Background: an optimization exercise with open tools, aiming at small area, a short achievable clock period and few clock cycles. Do not read the settings as production practice.
Function was checked by simulation only, so behaviour that the tests miss may differ from the original.

==> build 24 <==
// sparse_mac_row
module sparse_mac_row #(
  parameter int DATA_WIDTH = 8,
  parameter int ACC_WIDTH  = 32,
  parameter int BLOCK_SIZE = 4,
  parameter int NUM_PE     = 4,
  parameter int IDX_WIDTH  = 4,
  localparam int OUT_IDX_WIDTH = (NUM_PE > 1) ? $clog2(NUM_PE) : 1
) (
  input  logic                                       Clk,
  input  logic                                       rst,
  input  logic [BLOCK_SIZE*BLOCK_SIZE*DATA_WIDTH-1:0] act_block,
  input  logic [DATA_WIDTH-1:0]                      weight_in,
  input  logic [NUM_PE*IDX_WIDTH-1:0]                idx_in,
  input  logic [NUM_PE*ACC_WIDTH-1:0]                bias_in,
  input  logic                                       is_signed,
  input  logic                                       block_last,
  input  logic                                       in_valid,
  output logic                                       in_ready,
  output logic [ACC_WIDTH-1:0]                       out_data,
  output logic [OUT_IDX_WIDTH-1:0]                   out_idx,
  output logic                                       out_last,
  output logic                                       out_valid,
  input  logic                                       out_ready
);
  localparam int NE = BLOCK_SIZE * BLOCK_SIZE;
  localparam int RW = 2 * DATA_WIDTH + 1;    
  logic                         first_q;     
  logic                         v1, l1;      
  logic                         x2;          
  logic                         park_q;      
  logic                         in_rdy_q;    
  logic                         in_rdy_o;    
  logic                         fin_free_q;  
  logic                         fin_has;     
  logic [OUT_IDX_WIDTH-1:0]     fin_ptr;
  logic                         out_last_q;
  ...
==> module sparse_mac_row, before the edit <==
module sparse_mac_row #(
  parameter int DATA_WIDTH = 8,
  parameter int ACC_WIDTH  = 32,
  parameter int BLOCK_SIZE = 4,
  parameter int NUM_PE     = 4,
  parameter int IDX_WIDTH  = 4,
  localparam int OUT_IDX_WIDTH = (NUM_PE > 1) ? $clog2(NUM_PE) : 1
) (
  input  logic                                       Clk,
  input  logic                                       rst,
  input  logic [BLOCK_SIZE*BLOCK_SIZE*DATA_WIDTH-1:0] act_block,
  input  logic [DATA_WIDTH-1:0]                      weight_in,
  input  logic [NUM_PE*IDX_WIDTH-1:0]                idx_in,
  input  logic [NUM_PE*ACC_WIDTH-1:0]                bias_in,
  input  logic                                       is_signed,
  input  logic                                       block_last,
  input  logic                                       in_valid,
  output logic                                       in_ready,
  output logic [ACC_WIDTH-1:0]                       out_data,
  output logic [OUT_IDX_WIDTH-1:0]                   out_idx,
  output logic                                       out_last,
  output logic                                       out_valid,
  input  logic                                       out_ready
);
  localparam int NE = BLOCK_SIZE * BLOCK_SIZE;
  localparam int RW = 2 * DATA_WIDTH + 1;    
  logic                         first_q;     
  logic                         v1, l1;      
  logic                         x2;          
  logic                         park_q;      
  logic                         in_rdy_q;    
  logic                         in_rdy_o;    
  logic                         fin_free_q;  
  logic                         fin_has;     
  logic [OUT_IDX_WIDTH-1:0]     fin_ptr;
  logic                         out_last_q;
  logic [NE*DATA_WIDTH-1:0]     act_q, act_d;
  logic                         signed_q, signed_d;
  logic [DATA_WIDTH-1:0]        w1;          
  logic [DATA_WIDTH-1:0]        wh;          
  logic [NUM_PE-1:0]            s1;
  logic [DATA_WIDTH-1:0]        a1   [NUM_PE];
  logic [RW-1:0]                r0   [NUM_PE];
  logic [RW-1:0]                r1   [NUM_PE];
  logic [RW-1:0]                r0d  [NUM_PE];
  logic [RW-1:0]                r1d  [NUM_PE];
  logic [ACC_WIDTH-1:0]         acc  [NUM_PE];
  logic [ACC_WIDTH-1:0]         fin  [NUM_PE];
  logic [ACC_WIDTH-1:0]         sum  [NUM_PE];
  logic [ACC_WIDTH-1:0]         out_q;
  logic accept, xfer, park_en, oq_free;
  assign in_ready  = in_rdy_o;
  assign out_data  = out_q;
  assign out_last  = out_last_q;
  assign accept    = in_valid && in_rdy_o;
  assign xfer      = v1 && l1 && fin_free_q;
  assign park_en   = first_q && fin_free_q;    
  assign oq_free   = !out_valid || out_ready;
  assign act_d    = first_q ? act_block : act_q;
  assign signed_d = first_q ? is_signed : signed_q;
  for (genvar k = 0; k < NUM_PE; k++) begin : g_pe
    smr_tree u_tree (.a(a1[k]), .b(w1), .s(s1[k]), .r0(r0d[k]), .r1(r1d[k]));
    logic [ACC_WIDTH-1:0] x, y, z, cs, cc;
    assign x  = acc[k];
    assign y  = {{(ACC_WIDTH-RW){1'b0}}, r0[k]};
    assign z  = {{(ACC_WIDTH-RW+1){~r1[k][RW-1]}}, r1[k][RW-2:0]};
    assign cs = x ^ y ^ z;
    assign cc = (x & y) | (x & z) | (y & z);
    assign sum[k] = cs + {cc[ACC_WIDTH-2:0], 1'b0};
  end
  always_ff @(posedge Clk or posedge rst) begin
    if (rst) begin
      first_q    <= 1'b1;
      v1         <= 1'b0;
      l1         <= 1'b0;
      x2         <= 1'b0;
      park_q     <= 1'b0;
      in_rdy_q   <= 1'b1;
      in_rdy_o   <= 1'b0;
      fin_free_q <= 1'b1;
      fin_has    <= 1'b0;
      fin_ptr    <= '0;
      out_valid  <= 1'b0;
      out_idx    <= '0;
      out_last_q <= 1'b0;
      w1         <= '0;
      wh         <= '0;
    end else begin
      logic nv1, nl1, nfin_has, nrdy;
      nv1 = in_rdy_q ? accept     : v1;
      nl1 = in_rdy_q ? block_last : l1;
      v1 <= nv1;
      l1 <= nl1;
      x2 <= xfer;
      park_q <= accept && first_q;
      if (accept) first_q <= block_last;
      nfin_has = fin_has;
      if (x2) begin
        if (oq_free) begin
          out_valid  <= 1'b1;
          out_idx    <= '0;
          out_last_q <= 1'b0;
          fin_ptr    <= OUT_IDX_WIDTH'(1);
        end else begin
          fin_ptr    <= '0;
        end
        nfin_has = 1'b1;
      end else if (fin_has && oq_free) begin
        out_valid  <= 1'b1;
        out_idx    <= fin_ptr;
        out_last_q <= (fin_ptr == OUT_IDX_WIDTH'(NUM_PE - 1));
        fin_ptr    <= fin_ptr + 1'b1;
        if (fin_ptr == OUT_IDX_WIDTH'(NUM_PE - 1)) nfin_has = 1'b0;
      end else if (out_ready) begin
        out_valid  <= 1'b0;
      end
      fin_has    <= nfin_has;
      fin_free_q <= !nfin_has && !xfer;
      nrdy = !((accept ? block_last : first_q) && (nfin_has || xfer));
      in_rdy_q   <= nrdy;
      in_rdy_o   <= nrdy;
      if (in_rdy_q) begin
        wh <= weight_in;
        w1 <= (accept && nrdy) ? weight_in : '0;
      end else begin
        w1 <= (nrdy && v1) ? wh : '0;
      end
    end
  end
  always_ff @(posedge Clk) begin
    act_q    <= act_d;
    signed_q <= signed_d;
    if (in_rdy_q) begin
      for (int k = 0; k < NUM_PE; k++) begin
        a1[k] <= act_d[idx_in[k*IDX_WIDTH +: IDX_WIDTH]*DATA_WIDTH +: DATA_WIDTH];
        s1[k] <= signed_d;
      end
    end
    for (int k = 0; k < NUM_PE; k++) begin
      r0[k] <= r0d[k];
      r1[k] <= r1d[k];
      acc[k] <= park_q ? fin[k] : sum[k];
      if (x2)
        fin[k] <= sum[k];
      else if (park_en)
        fin[k] <= bias_in[k*ACC_WIDTH +: ACC_WIDTH];
    end
    if (x2 && oq_free)
      out_q <= sum[0];
    else if (fin_has && oq_free)
      out_q <= fin[fin_ptr];
  end
endmodule
export LEC_CHECK = 0
export CAP_MARGIN = 20
export CORE_MARGIN = 2
export CORE_UTILIZATION = 40
export SLEW_MARGIN = 20
create_clock -name core_clock -period 12.0 [get_ports {Clk}]
standard.sh (not shown) runs the stock make flow with config.mk's settings and CLKGATE_MAP_FILE= SYNTH_SCRIPT=/design/flow/synth_recipe.tcl, a recipe that flattens the netlist after the stock synthesis.
==> flow/flow/run.sh <==
#!/bin/bash
# The standard layout (the standard.sh, unchanged synthesis and steps), with the
# port buffers made from the plain buffer buf_1, and timing repair asked to reach
# a setup slack of 8.2 ns.
set -uo pipefail
export BUFFER_PORTS_ARGS="-buffer_cell sky130_fd_sc_hd__buf_1"
bash standard.sh SETUP_SLACK_MARGIN=8.2 finish > standard.log 2>&1
==> trial 94 (differences from build 24) <==
--- a/flow/design.v
+++ b/flow/design.v
@@ -27,17 +27,14 @@
   logic                         first_q;     
   logic                         v1, l1;      
   logic                         x2;          
-  logic                         park_q;      
   logic                         in_rdy_q;    
-  logic                         in_rdy_o;    
   logic                         fin_free_q;  
   logic                         fin_has;     
   logic [OUT_IDX_WIDTH-1:0]     fin_ptr;
   logic                         out_last_q;
   logic [NE*DATA_WIDTH-1:0]     act_q, act_d;
   logic                         signed_q, signed_d;
-  logic [DATA_WIDTH-1:0]        w1;          
-  logic [DATA_WIDTH-1:0]        wh;          
+  logic [DATA_WIDTH-1:0]        w1, w1e;
   logic [NUM_PE-1:0]            s1;
   logic [DATA_WIDTH-1:0]        a1   [NUM_PE];
   logic [RW-1:0]                r0   [NUM_PE];
@@ -48,20 +45,21 @@
   logic [ACC_WIDTH-1:0]         fin  [NUM_PE];
   logic [ACC_WIDTH-1:0]         sum  [NUM_PE];
   logic [ACC_WIDTH-1:0]         out_q;
-  logic accept, xfer, park_en, oq_free;
-  assign in_ready  = in_rdy_o;
+  logic accept, xfer, load_bias, oq_free;
+  assign in_ready  = in_rdy_q;
   assign out_data  = out_q;
   assign out_last  = out_last_q;
-  assign accept    = in_valid && in_rdy_o;
+  assign accept    = in_valid && in_rdy_q;
   assign xfer      = v1 && l1 && fin_free_q;
-  assign park_en   = first_q && fin_free_q;    
+  assign load_bias = first_q && (!v1 || in_rdy_q);
   assign oq_free   = !out_valid || out_ready;
   assign act_d    = first_q ? act_block : act_q;
   assign signed_d = first_q ? is_signed : signed_q;
+  assign w1e = w1 & {DATA_WIDTH{in_rdy_q}};
   for (genvar k = 0; k < NUM_PE; k++) begin : g_pe
-    smr_tree u_tree (.a(a1[k]), .b(w1), .s(s1[k]), .r0(r0d[k]), .r1(r1d[k]));
+    smr_tree u_tree (.a(a1[k]), .b(w1e), .s(s1[k]), .r0(r0d[k]), .r1(r1d[k]));
     logic [ACC_WIDTH-1:0] x, y, z, cs, cc;
-    assign x  = acc[k];
+    assign x  = x2 ? fin[k] : acc[k];
     assign y  = {{(ACC_WIDTH-RW){1'b0}}, r0[k]};
     assign z  = {{(ACC_WIDTH-RW+1){~r1[k][RW-1]}}, r1[k][RW-2:0]};
     assign cs = x ^ y ^ z;
@@ -74,9 +72,7 @@
       v1         <= 1'b0;
       l1         <= 1'b0;
       x2         <= 1'b0;
-      park_q     <= 1'b0;
       in_rdy_q   <= 1'b1;
-      in_rdy_o   <= 1'b0;
       fin_free_q <= 1'b1;
       fin_has    <= 1'b0;
       fin_ptr    <= '0;
@@ -84,16 +80,15 @@
       out_idx    <= '0;
       out_last_q <= 1'b0;
       w1         <= '0;
-      wh         <= '0;
     end else begin
-      logic nv1, nl1, nfin_has, nrdy;
+      logic nv1, nl1, nfin_has;
       nv1 = in_rdy_q ? accept     : v1;
       nl1 = in_rdy_q ? block_last : l1;
       v1 <= nv1;
       l1 <= nl1;
       x2 <= xfer;
-      park_q <= accept && first_q;
       if (accept) first_q <= block_last;
+      if (in_rdy_q) w1 <= accept ? weight_in : '0;
       nfin_has = fin_has;
       if (x2) begin
         if (oq_free) begin
@@ -116,15 +111,7 @@
       end
       fin_has    <= nfin_has;
       fin_free_q <= !nfin_has && !xfer;
-      nrdy = !((accept ? block_last : first_q) && (nfin_has || xfer));
-      in_rdy_q   <= nrdy;
-      in_rdy_o   <= nrdy;
-      if (in_rdy_q) begin
-        wh <= weight_in;
-        w1 <= (accept && nrdy) ? weight_in : '0;
-      end else begin
-        w1 <= (nrdy && v1) ? wh : '0;
-      end
+      in_rdy_q   <= !(nv1 && nl1 && (nfin_has || xfer));
     end
   end
   always_ff @(posedge Clk) begin
@@ -139,11 +126,12 @@
     for (int k = 0; k < NUM_PE; k++) begin
       r0[k] <= r0d[k];
       r1[k] <= r1d[k];
-      acc[k] <= park_q ? fin[k] : sum[k];
-      if (x2)
+      if (load_bias)
+        acc[k] <= bias_in[k*ACC_WIDTH +: ACC_WIDTH];
+      else if (!x2)
+        acc[k] <= sum[k];
+      if (xfer || x2)
         fin[k] <= sum[k];
-      else if (park_en)
-        fin[k] <= bias_in[k*ACC_WIDTH +: ACC_WIDTH];
     end
     if (x2 && oq_free)
       out_q <= sum[0];
==> flow/flow/run.sh (replaced) <==
#!/bin/bash
# The standard layout (the standard.sh, unchanged synthesis and steps), with the
# port buffers made from the plain buffer buf_1, and timing repair asked to reach
# a setup slack of 8.4 ns.
set -uo pipefail
export BUFFER_PORTS_ARGS="-buffer_cell sky130_fd_sc_hd__buf_1"
bash standard.sh SETUP_SLACK_MARGIN=8.4 finish > standard.log 2>&1
==> build 5 (differences from build 24) <==
--- a/flow/design.v
+++ b/flow/design.v
@@ -36,8 +36,7 @@
   logic                         out_last_q;
   logic [NE*DATA_WIDTH-1:0]     act_q, act_d;
   logic                         signed_q, signed_d;
-  logic [DATA_WIDTH-1:0]        w1;          
-  logic [DATA_WIDTH-1:0]        wh;          
+  logic [DATA_WIDTH-1:0]        w1, w1e;
   logic [NUM_PE-1:0]            s1;
   logic [DATA_WIDTH-1:0]        a1   [NUM_PE];
   logic [RW-1:0]                r0   [NUM_PE];
@@ -52,14 +51,15 @@
   assign in_ready  = in_rdy_o;
   assign out_data  = out_q;
   assign out_last  = out_last_q;
-  assign accept    = in_valid && in_rdy_o;
+  assign accept    = in_valid && in_rdy_q;
   assign xfer      = v1 && l1 && fin_free_q;
   assign park_en   = first_q && fin_free_q;    
   assign oq_free   = !out_valid || out_ready;
   assign act_d    = first_q ? act_block : act_q;
   assign signed_d = first_q ? is_signed : signed_q;
+  assign w1e = w1 & {DATA_WIDTH{in_rdy_q}};
   for (genvar k = 0; k < NUM_PE; k++) begin : g_pe
-    smr_tree u_tree (.a(a1[k]), .b(w1), .s(s1[k]), .r0(r0d[k]), .r1(r1d[k]));
+    smr_tree u_tree (.a(a1[k]), .b(w1e), .s(s1[k]), .r0(r0d[k]), .r1(r1d[k]));
     logic [ACC_WIDTH-1:0] x, y, z, cs, cc;
     assign x  = acc[k];
     assign y  = {{(ACC_WIDTH-RW){1'b0}}, r0[k]};
@@ -76,7 +76,7 @@
       x2         <= 1'b0;
       park_q     <= 1'b0;
       in_rdy_q   <= 1'b1;
-      in_rdy_o   <= 1'b0;
+      in_rdy_o   <= 1'b1;
       fin_free_q <= 1'b1;
       fin_has    <= 1'b0;
       fin_ptr    <= '0;
@@ -84,9 +84,8 @@
       out_idx    <= '0;
       out_last_q <= 1'b0;
       w1         <= '0;
-      wh         <= '0;
     end else begin
-      logic nv1, nl1, nfin_has, nrdy;
+      logic nv1, nl1, nfin_has;
       nv1 = in_rdy_q ? accept     : v1;
       nl1 = in_rdy_q ? block_last : l1;
       v1 <= nv1;
@@ -94,6 +93,7 @@
       x2 <= xfer;
       park_q <= accept && first_q;
       if (accept) first_q <= block_last;
+      if (in_rdy_q) w1 <= accept ? weight_in : '0;
       nfin_has = fin_has;
       if (x2) begin
         if (oq_free) begin
@@ -116,15 +116,8 @@
       end
       fin_has    <= nfin_has;
       fin_free_q <= !nfin_has && !xfer;
-      nrdy = !((accept ? block_last : first_q) && (nfin_has || xfer));
-      in_rdy_q   <= nrdy;
-      in_rdy_o   <= nrdy;
-      if (in_rdy_q) begin
-        wh <= weight_in;
-        w1 <= (accept && nrdy) ? weight_in : '0;
-      end else begin
-        w1 <= (nrdy && v1) ? wh : '0;
-      end
+      in_rdy_q   <= !((accept ? block_last : first_q) && (nfin_has || xfer));
+      in_rdy_o   <= !(accept ? block_last : first_q) || (!nfin_has && !xfer);
     end
   end
   always_ff @(posedge Clk) begin
==> flow/flow/run.sh (replaced) <==
#!/bin/bash
# The standard layout (the standard.sh, unchanged synthesis and steps), with the
# port buffers made from the plain buffer buf_1, and timing repair asked to reach
# a setup slack of 8.7 ns.
set -uo pipefail
export BUFFER_PORTS_ARGS="-buffer_cell sky130_fd_sc_hd__buf_1"
bash standard.sh SETUP_SLACK_MARGIN=8.7 finish > standard.log 2>&1
==> run notes <==
- Build 5 finished with timing, DRC and antenna clean. Build 24 completed without violations. Trial 94 produced a clean layout.
- Count of clock-buffer cells in the layout: trial 94 < build 24 < build 5.
- Clock skew: build 5 < build 24 < trial 94.
- The highest hold slack belongs to build 5, the lowest to build 24.
- The lowest first-iteration DRC count belongs to build 24, the highest to trial 94.
- Setup slack: build 5 is worse than build 24 (0.0083 ns).
Testbench counts of build 24, summed over its fixed seeds: cycles 2,918.
Testbench counts of trial 94, summed over its fixed seeds: cycles 2,918.
Testbench counts of build 5, summed over its fixed seeds: cycles 2,918.

-- what the ideal ports hide --
The flow's constraints put no driver on any port. The routed layouts listed below were extracted and timed again, unchanged, in two steps.
Step 1 assumes that a clkbuf_16 drives the clock port and a buf_2 every other input.
Step 2 also shifts input and output timing later by t, the mid clock arrival at the registers, as if the neighbouring blocks saw the same clock.
a / b / c = ideal / step 1 / step 2; a / b = the first two.
run	shift t [ns]	slack for setup (ns)	latest minus earliest clock arrival (ns)	pins driven straight from the clock port
build 24	0.691	8.200 / 8.230 / 7.539	0.032 / 0.032	1
trial 94	0.695	7.765 / 7.765 / 7.714	0.032 / 0.032	1
build 5	0.705	8.191 / 8.126 / 7.906	0.025 / 0.024	1
After both steps setup and hold are still met in every run listed. The setup slack of build 24, which loses most, moves by +0.030 ns with the drivers and by -0.661 ns with both steps.
